This design comes from an exercise in tuning for small area, a short achievable clock period and few clock cycles per item on the open sky130 flow, not from production work.
In this exercise RTL edits were held to simulation tests only and were not proved equivalent to the original.

## JK
==> flow/design.v (excerpt) <==
module xtea_core (
    input  logic         clock,
    input  logic         reset_n,
    input  logic         in_valid,
    output logic         in_ready,
    input  logic         mode,
    input  logic [31:0]  data_in1,
    input  logic [31:0]  data_in2,
    input  logic [127:0] key_in,
    output logic         out_valid,
    input  logic         out_ready,
    output logic [31:0]  data_out1,
    output logic [31:0]  data_out2,
    output logic         busy
);
Size in the first run: roughly 1600 cells after synthesis, roughly 240 flip-flops, roughly 260 I/O pins, ~16000 µm² of cells after synthesis.
export LEC_CHECK = 0
export CAP_MARGIN = 20
export CORE_MARGIN = 2
export CORE_UTILIZATION = 40
export SLEW_MARGIN = 20
create_clock -name core_clock -period 12.0 [get_ports {clock}]
standard.sh (not shown) runs the stock make flow with config.mk's settings and CLKGATE_MAP_FILE= SYNTH_SCRIPT=/design/flow/synth_recipe.tcl, a recipe that flattens the netlist after the stock synthesis.
==> flow/flow/run.sh <==
#!/bin/bash
# Layout flow: the standard flow (standard.sh: the standard synthesis, floorplan, place,
# CTS, route, finish) with two changes: the ports are buffered by the smallest buffer cell
# instead of the delay buffer buffer_ports picks by default, and clock tree synthesis adds no
# dummy loads. Each ORFS step logs to orfs/logs/; the whole make output goes to flow.log here.
set -euo pipefail
export BUFFER_PORTS_ARGS="-buffer_cell sky130_fd_sc_hd__buf_1"
export CTS_ARGS="-sink_clustering_enable -repair_clock_nets -dont_use_dummy_load"
bash standard.sh > flow.log 2>&1
JK completed every stage of the flow, and the final layout passed the timing, DRC and antenna checks.
Testbench counts of JK, summed over its fixed seeds: cycles 25,352, items 384.
Input changes introduced in MS (baseline for comparison: JK):
==> flow/flow/run.sh <==
#!/bin/bash
# Layout flow: the standard flow with these changes:
# - synthesis: the standard flow's synthesis script (flow/synth.tcl) with ABC mapping by flow/map.abc,
#   run into syn/; its netlist is then handed to the standard flow as SYNTH_NETLIST_FILES;
# - the ports are buffered by the smallest buffer cell (buf_1);
# - clock tree synthesis adds no dummy loads and uses clkbuf_8;
# - timing repair aims at a setup slack of SETUP_SLACK_MARGIN.
# Logs: synth.log (synthesis make output), flow.log (the standard flow's make output), and
# ORFS's per-step logs under syn/logs and orfs/logs.
set -euo pipefail
here=$(pwd)
export FLOW_ABC_SCRIPT=$here/flow/map.abc
make -C "$FLOW_HOME" DESIGN_CONFIG="$here/config.mk" WORK_HOME="$here/syn" CLKGATE_MAP_FILE= \
  SYNTH_SCRIPT="$here/flow/synth.tcl" synth > synth.log 2>&1
export SYNTH_NETLIST_FILES=$here/syn/results/$FLOW_PLATFORM/xtea_core/base/1_2_yosys.v
export BUFFER_PORTS_ARGS="-buffer_cell sky130_fd_sc_hd__buf_1"
export CTS_ARGS="-sink_clustering_enable -repair_clock_nets -dont_use_dummy_load -buf_list {sky130_fd_sc_hd__clkbuf_8}"
export SETUP_SLACK_MARGIN=6.5
bash standard.sh > flow.log 2>&1
==> flow/flow/map.abc (new file) <==
&get -n
&st
&dch
&nf {D}
&put
buffer
upsize {D}
dnsize {D}
==> flow/flow/synth.tcl (new file) <==
# The standard flow's synthesis script (synth_recipe.tcl) with one change: Yosys's abc calls map the logic
# with the ABC script named by $::env(FLOW_ABC_SCRIPT) instead of ORFS's abc_speed.script.
proc synth {args} { yosys synth -nofsm -noshare {*}$args }
proc abc {args} {
  set i [lsearch -exact $args -script]
  if {$i >= 0} {
    set args [lreplace $args $i [expr {$i + 1}] -script $::env(FLOW_ABC_SCRIPT)]
  }
  yosys abc {*}$args
}
source $::env(SCRIPTS_DIR)/synth.tcl
# left out here: clear keep_hierarchy, flatten, clean up, hide names made inside functions, write 1_2_yosys.v
- JK fits on a die that is larger than the die of MS.
- Compared with JK, in MS insertion delay to the later sink of the worst-skew pair climbed 0.06 ns; met1 track demand over resource went down 0.65 points; detailed-route wire length fell by 610 µm.
- The shortest period the worst path allows in MS was lower than what JK gave.
- Critical path depth: JK and MS compared, higher one is JK
- In the reports for JK and MS, the smaller average wire per cell in the routed design belongs to MS.
- JK: no failed stages, no open violations at the end
- MS finished all stages; the layout is clean.
- In the flow results for JK and MS, the overall fraction of global-route tracks in use is smaller on JK.
- Between JK and MS, the global placer's final weighted congestion is lower for MS.
- Between JK and MS, the flow reports number of tap cells added at floorplan decreasing slightly.
Modified inputs, AL compared to MS
==> flow/flow/run.sh <==
#!/bin/bash
# Layout flow: the standard flow (standard.sh: the standard synthesis, floorplan, place,
# CTS, route, finish) with two changes: the ports are buffered by the smallest buffer cell
# instead of the delay buffer buffer_ports picks by default, and clock tree synthesis adds no
# dummy loads. Each ORFS step logs to orfs/logs/; the whole make output goes to flow.log here.
set -euo pipefail
export BUFFER_PORTS_ARGS="-buffer_cell sky130_fd_sc_hd__buf_1"
export CTS_ARGS="-sink_clustering_enable -repair_clock_nets -dont_use_dummy_load"
export SETUP_SLACK_MARGIN=7.0
bash standard.sh > flow.log 2>&1
removed: flow/flow/map.abc
removed: flow/flow/synth.tcl
[summary]
AL: cell area 1400 µm² above MS
Compared to MS, AL leaves less free space in the core.
The non-clock buffer count in AL was higher than what MS gave.
Modified inputs, TR compared to AL
--- a/flow/flow/run.sh
+++ b/flow/flow/run.sh
@@ -7,4 +7,4 @@
 export BUFFER_PORTS_ARGS="-buffer_cell sky130_fd_sc_hd__buf_1"
-export CTS_ARGS="-sink_clustering_enable -repair_clock_nets -dont_use_dummy_load"
-export SETUP_SLACK_MARGIN=7.0
+export CTS_ARGS="-sink_clustering_enable -repair_clock_nets -dont_use_dummy_load -buf_list {sky130_fd_sc_hd__clkbuf_4}"
+export SETUP_SLACK_MARGIN=6.5
 bash standard.sh > flow.log 2>&1
==> comparison <==
Combined global-route utilization of all metal layers (TR over AL): increase, 0.44 points
Comparing wire length of the first global-routing pass for TR and AL, the smaller number came from AL.
[TR] relative max-transition margin rose 0.86 points relative to AL

---

== build 74 ==
xtea_core again, from the RTL that the note above started with.
==> flow/design.v (excerpt) <==
module xtea_core (
    input  logic         clock,
    input  logic         reset_n,
    input  logic         in_valid,
    output logic         in_ready,
    input  logic         mode,
    input  logic [31:0]  data_in1,
    input  logic [31:0]  data_in2,
    input  logic [127:0] key_in,
    output logic         out_valid,
    input  logic         out_ready,
    output logic [31:0]  data_out1,
    output logic [31:0]  data_out2,
    output logic         busy
);
    localparam logic [31:0] DELTA   = 32'h9E3779B9;
    logic         prep;     
    logic         run;      
    logic         full;     
    logic         ph;       
    logic         mode_q;
    logic [31:0]  x;
    logic [31:0]  y;
    logic [5:0]   n;        
    logic [31:0]  kk;       
    logic [127:0] key_q;
    logic         idle;
    logic         accept;
    logic         last;
    logic         fin_dec;
    logic [1:0]   idx;      
    logic [5:0]   n_nx;
    logic         ph_nx;
    logic [1:0]   idx_nx;
    logic [31:0]  sum;      
    logic [31:0]  sums [33];
    logic [31:0]  kw;
    logic [31:0]  mx;
    logic [31:0]  y_new;
    function automatic logic [31:0] add_bk(input logic [31:0] a, input logic [31:0] b,
                                           input logic cin);
        logic [32:0] gg;
        logic [32:0] pp;
        logic [31:0] p;
        p  = a ^ b;
        gg = {a & b, cin};
        pp = {p, 1'b0};
        for (int d = 1; d < 33; d = d * 2) begin
            for (int i = 2 * d - 1; i < 33; i = i + 2 * d) begin
                gg[i] = gg[i] | (pp[i] & gg[i - d]);
                pp[i] = pp[i] & pp[i - d];
            end
        end
        for (int d = 16; d >= 1; d = d / 2) begin
            for (int i = 3 * d - 1; i < 33; i = i + 2 * d) begin
                gg[i] = gg[i] | (pp[i] & gg[i - d]);
                pp[i] = pp[i] & pp[i - d];
            end
        end
        add_bk = p ^ gg[31:0];
    endfunction
    assign idle      = !prep && !run;
    assign in_ready  = idle && (!full || out_ready);
    assign accept    = in_valid && in_ready;
    assign out_valid = full;
    assign busy      = prep || run || full;
    for (genvar i = 0; i < 33; i++) begin : g_sum
        assign sums[i] = 32'(i * DELTA);
    end
    assign sum = sums[n];
    always_comb begin
        if (idle) begin
            n_nx   = mode ? 6'd32 : 6'd0;
  ...
==> flow/config.mk <==
export PLATFORM = sky130hd
export DESIGN_NAME = xtea_core
export DESIGN_NICKNAME = xtea_core
export VERILOG_FILES = /design/flow/design.v
export SDC_FILE = /design/flow/constraint.sdc
export NUM_CORES = 4
export LEC_CHECK = 0
export CAP_MARGIN = 20
export CORE_MARGIN = 2
export CORE_UTILIZATION = 40
export SLEW_MARGIN = 20
==> flow/constraint.sdc <==
create_clock -name core_clock -period 12.0 [get_ports {clock}]
set_input_delay 2.4000 -clock core_clock [delete_from_list [all_inputs] [get_ports {clock}]]
set_output_delay 2.4000 -clock core_clock [all_outputs]
set_load 0.01 [all_outputs]
==> flow/flow/run.sh <==
#!/bin/bash
# Layout flow: the standard flow (standard.sh: the standard synthesis, floorplan, place,
# CTS, route, finish) with two changes: the ports are buffered by the smallest buffer cell
# instead of the delay buffer buffer_ports picks by default, and clock tree synthesis adds no
# dummy loads. Each ORFS step logs to orfs/logs/; the whole make output goes to flow.log here.
set -euo pipefail
export BUFFER_PORTS_ARGS="-buffer_cell sky130_fd_sc_hd__buf_1"
export CTS_ARGS="-sink_clustering_enable -repair_clock_nets -dont_use_dummy_load -buf_list {sky130_fd_sc_hd__clkbuf_4 sky130_fd_sc_hd__clkbuf_8}"
export SETUP_SLACK_MARGIN=6.5
bash standard.sh > flow.log 2>&1
Both conditions hold for build 74: the flow ran to the end and the final layout passed the timing, DRC and antenna checks.
Testbench counts of build 74, summed over its fixed seeds: cycles 25,352, items 384.
diff inputs: build 74 => build 28
# build 74
export LEC_CHECK = 0
export CAP_MARGIN = 20
export CORE_MARGIN = 2
export CORE_UTILIZATION = 40
export SLEW_MARGIN = 20
create_clock -name core_clock -period 12.0 [get_ports {clock}]
# build 28
export LEC_CHECK = 0
export CAP_MARGIN = 20
export CORE_MARGIN = 2
export CORE_UTILIZATION = 65
export SLEW_MARGIN = 20
create_clock -name core_clock -period 12.0 [get_ports {clock}]
diff --git a/flow/flow/run.sh b/flow/flow/run.sh
--- a/flow/flow/run.sh
+++ b/flow/flow/run.sh
@@ -6,5 +6,5 @@
 set -euo pipefail
 export BUFFER_PORTS_ARGS="-buffer_cell sky130_fd_sc_hd__buf_1"
-export CTS_ARGS="-sink_clustering_enable -repair_clock_nets -dont_use_dummy_load -buf_list {sky130_fd_sc_hd__clkbuf_4 sky130_fd_sc_hd__clkbuf_8}"
+export CTS_ARGS="-sink_clustering_enable -repair_clock_nets -dont_use_dummy_load -buf_list {sky130_fd_sc_hd__clkbuf_8}"
 export SETUP_SLACK_MARGIN=6.5
 bash standard.sh > flow.log 2>&1
--- outcome ---
- Build 28: all stages complete, timing, DRC and antenna checks passed
- Going from build 74 to build 28, the die footprint was found to have gone down by about 40%.
- Relative to build 74, weighted congestion reported at the end of routability-driven placement has decreased by about 1.3% in build 28.
- In build 28 relative to build 74, count of placed standard cells in the final layout, fillers left out had gone down by a little under 10%.
Input-level comparison between build 95 and build 28:
# build 28
export LEC_CHECK = 0
export CAP_MARGIN = 20
export CORE_MARGIN = 2
export CORE_UTILIZATION = 65
export SLEW_MARGIN = 20
create_clock -name core_clock -period 12.0 [get_ports {clock}]
# build 95
export LEC_CHECK = 0
export CAP_MARGIN = 20
export CORE_MARGIN = 2
export CORE_UTILIZATION = 40
export SLEW_MARGIN = 20
create_clock -name core_clock -period 12.0 [get_ports {clock}]
==> flow/flow/run.sh <==
#!/bin/bash
# Layout flow: the standard flow with these changes:
# - synthesis: the standard flow's synthesis script (flow/synth.tcl) with ABC mapping by flow/map.abc,
#   run into syn/; its netlist is then handed to the standard flow as SYNTH_NETLIST_FILES;
# - the ports are buffered by the smallest buffer cell (buf_1);
# - clock tree synthesis adds no dummy loads and uses clkbuf_8;
# - timing repair aims at a setup slack of SETUP_SLACK_MARGIN.
# Logs: synth.log (synthesis make output), flow.log (the standard flow's make output), and
# ORFS's per-step logs under syn/logs and orfs/logs.
set -euo pipefail
here=$(pwd)
export FLOW_ABC_SCRIPT=$here/flow/map.abc
make -C "$FLOW_HOME" DESIGN_CONFIG="$here/config.mk" WORK_HOME="$here/syn" CLKGATE_MAP_FILE= \
  SYNTH_SCRIPT="$here/flow/synth.tcl" synth > synth.log 2>&1
export SYNTH_NETLIST_FILES=$here/syn/results/$FLOW_PLATFORM/xtea_core/base/1_2_yosys.v
export BUFFER_PORTS_ARGS="-buffer_cell sky130_fd_sc_hd__buf_1"
export CTS_ARGS="-sink_clustering_enable -repair_clock_nets -dont_use_dummy_load -buf_list {sky130_fd_sc_hd__clkbuf_8}"
export SETUP_SLACK_MARGIN=6.5
bash standard.sh > flow.log 2>&1
==> flow/flow/map.abc (new file) <==
&get -n
&st
&dch -f
&nf -p
&put
buffer
upsize
dnsize
==> flow/flow/synth.tcl (new file) <==
# The standard flow's synthesis script (synth_recipe.tcl) with one change: Yosys's abc calls map the logic
# with the ABC script named by $::env(FLOW_ABC_SCRIPT) instead of ORFS's abc_speed.script.
proc synth {args} { yosys synth -nofsm -noshare {*}$args }
proc abc {args} {
  set i [lsearch -exact $args -script]
  if {$i >= 0} {
    set args [lreplace $args $i [expr {$i + 1}] -script $::env(FLOW_ABC_SCRIPT)]
  }
  yosys abc {*}$args
}
source $::env(SCRIPTS_DIR)/synth.tcl
# left out here: clear keep_hierarchy, flatten, clean up, hide names made inside functions, write 1_2_yosys.v
From build 28 to build 95 the numbers moved as follows: filler cell count climbed 2121; aggregate routed wire length now sits higher.
Changes in build 46 relative to build 95:
==> flow/flow/map.abc <==
strash
dch -f
map
topo
buffer
upsize
dnsize
Findings:
Build 46: full flow OK, the timing, DRC and antenna checks passed
Taking build 95 as the reference, in build 46 final worst setup slack went up 0.073 ns, number of cells in the finished layout apart from fillers went up 284, area inside the core boundary went up 4.0%.

separate check: timing with driven ports:
The results above use ideal ports. As a check the final layouts listed here were re-extracted and re-timed, cells and wires unchanged.
Step 1, drivers: a clkbuf_16 drives clock and a buf_2 each remaining input, both assumed.
Step 2, shift: input delay + t, output delay - t, t = (earliest + latest rising clock arrival at the registers) / 2. This alone moves slack from input paths to output paths.
Slacks: no drivers / after step 1 / after step 2; pairs: no drivers / after step 1.
run | shift t [ns] | setup WS [ns] | worst hold slack (ns)
JK | 0.583 | 6.220 / 6.220 / 6.220 | 0.521 / 0.521 / 0.521
MS | 0.623 | 6.714 / 6.695 / 6.695 | 0.535 / 0.535 / 0.535
AL | 0.575 | 6.813 / 6.780 / 6.780 | 0.531 / 0.531 / 0.531
TR | 0.764 | 6.724 / 6.702 / 6.702 | 0.547 / 0.547 / 0.547
build 74 | 0.598 | 6.729 / 6.702 / 6.702 | 0.531 / 0.531 / 0.531
build 28 | 0.557 | 6.627 / 6.627 / 6.627 | 0.534 / 0.534 / 0.534
build 95 | 0.610 | 6.696 / 6.676 / 6.676 | 0.550 / 0.550 / 0.550
build 46 | 0.633 | 6.769 / 6.747 / 6.747 | 0.555 / 0.555 / 0.555
After both steps setup and hold are still met in every run listed. The setup slack of AL, which loses most, moves by -0.033 ns with the drivers and by -0.033 ns with both steps.
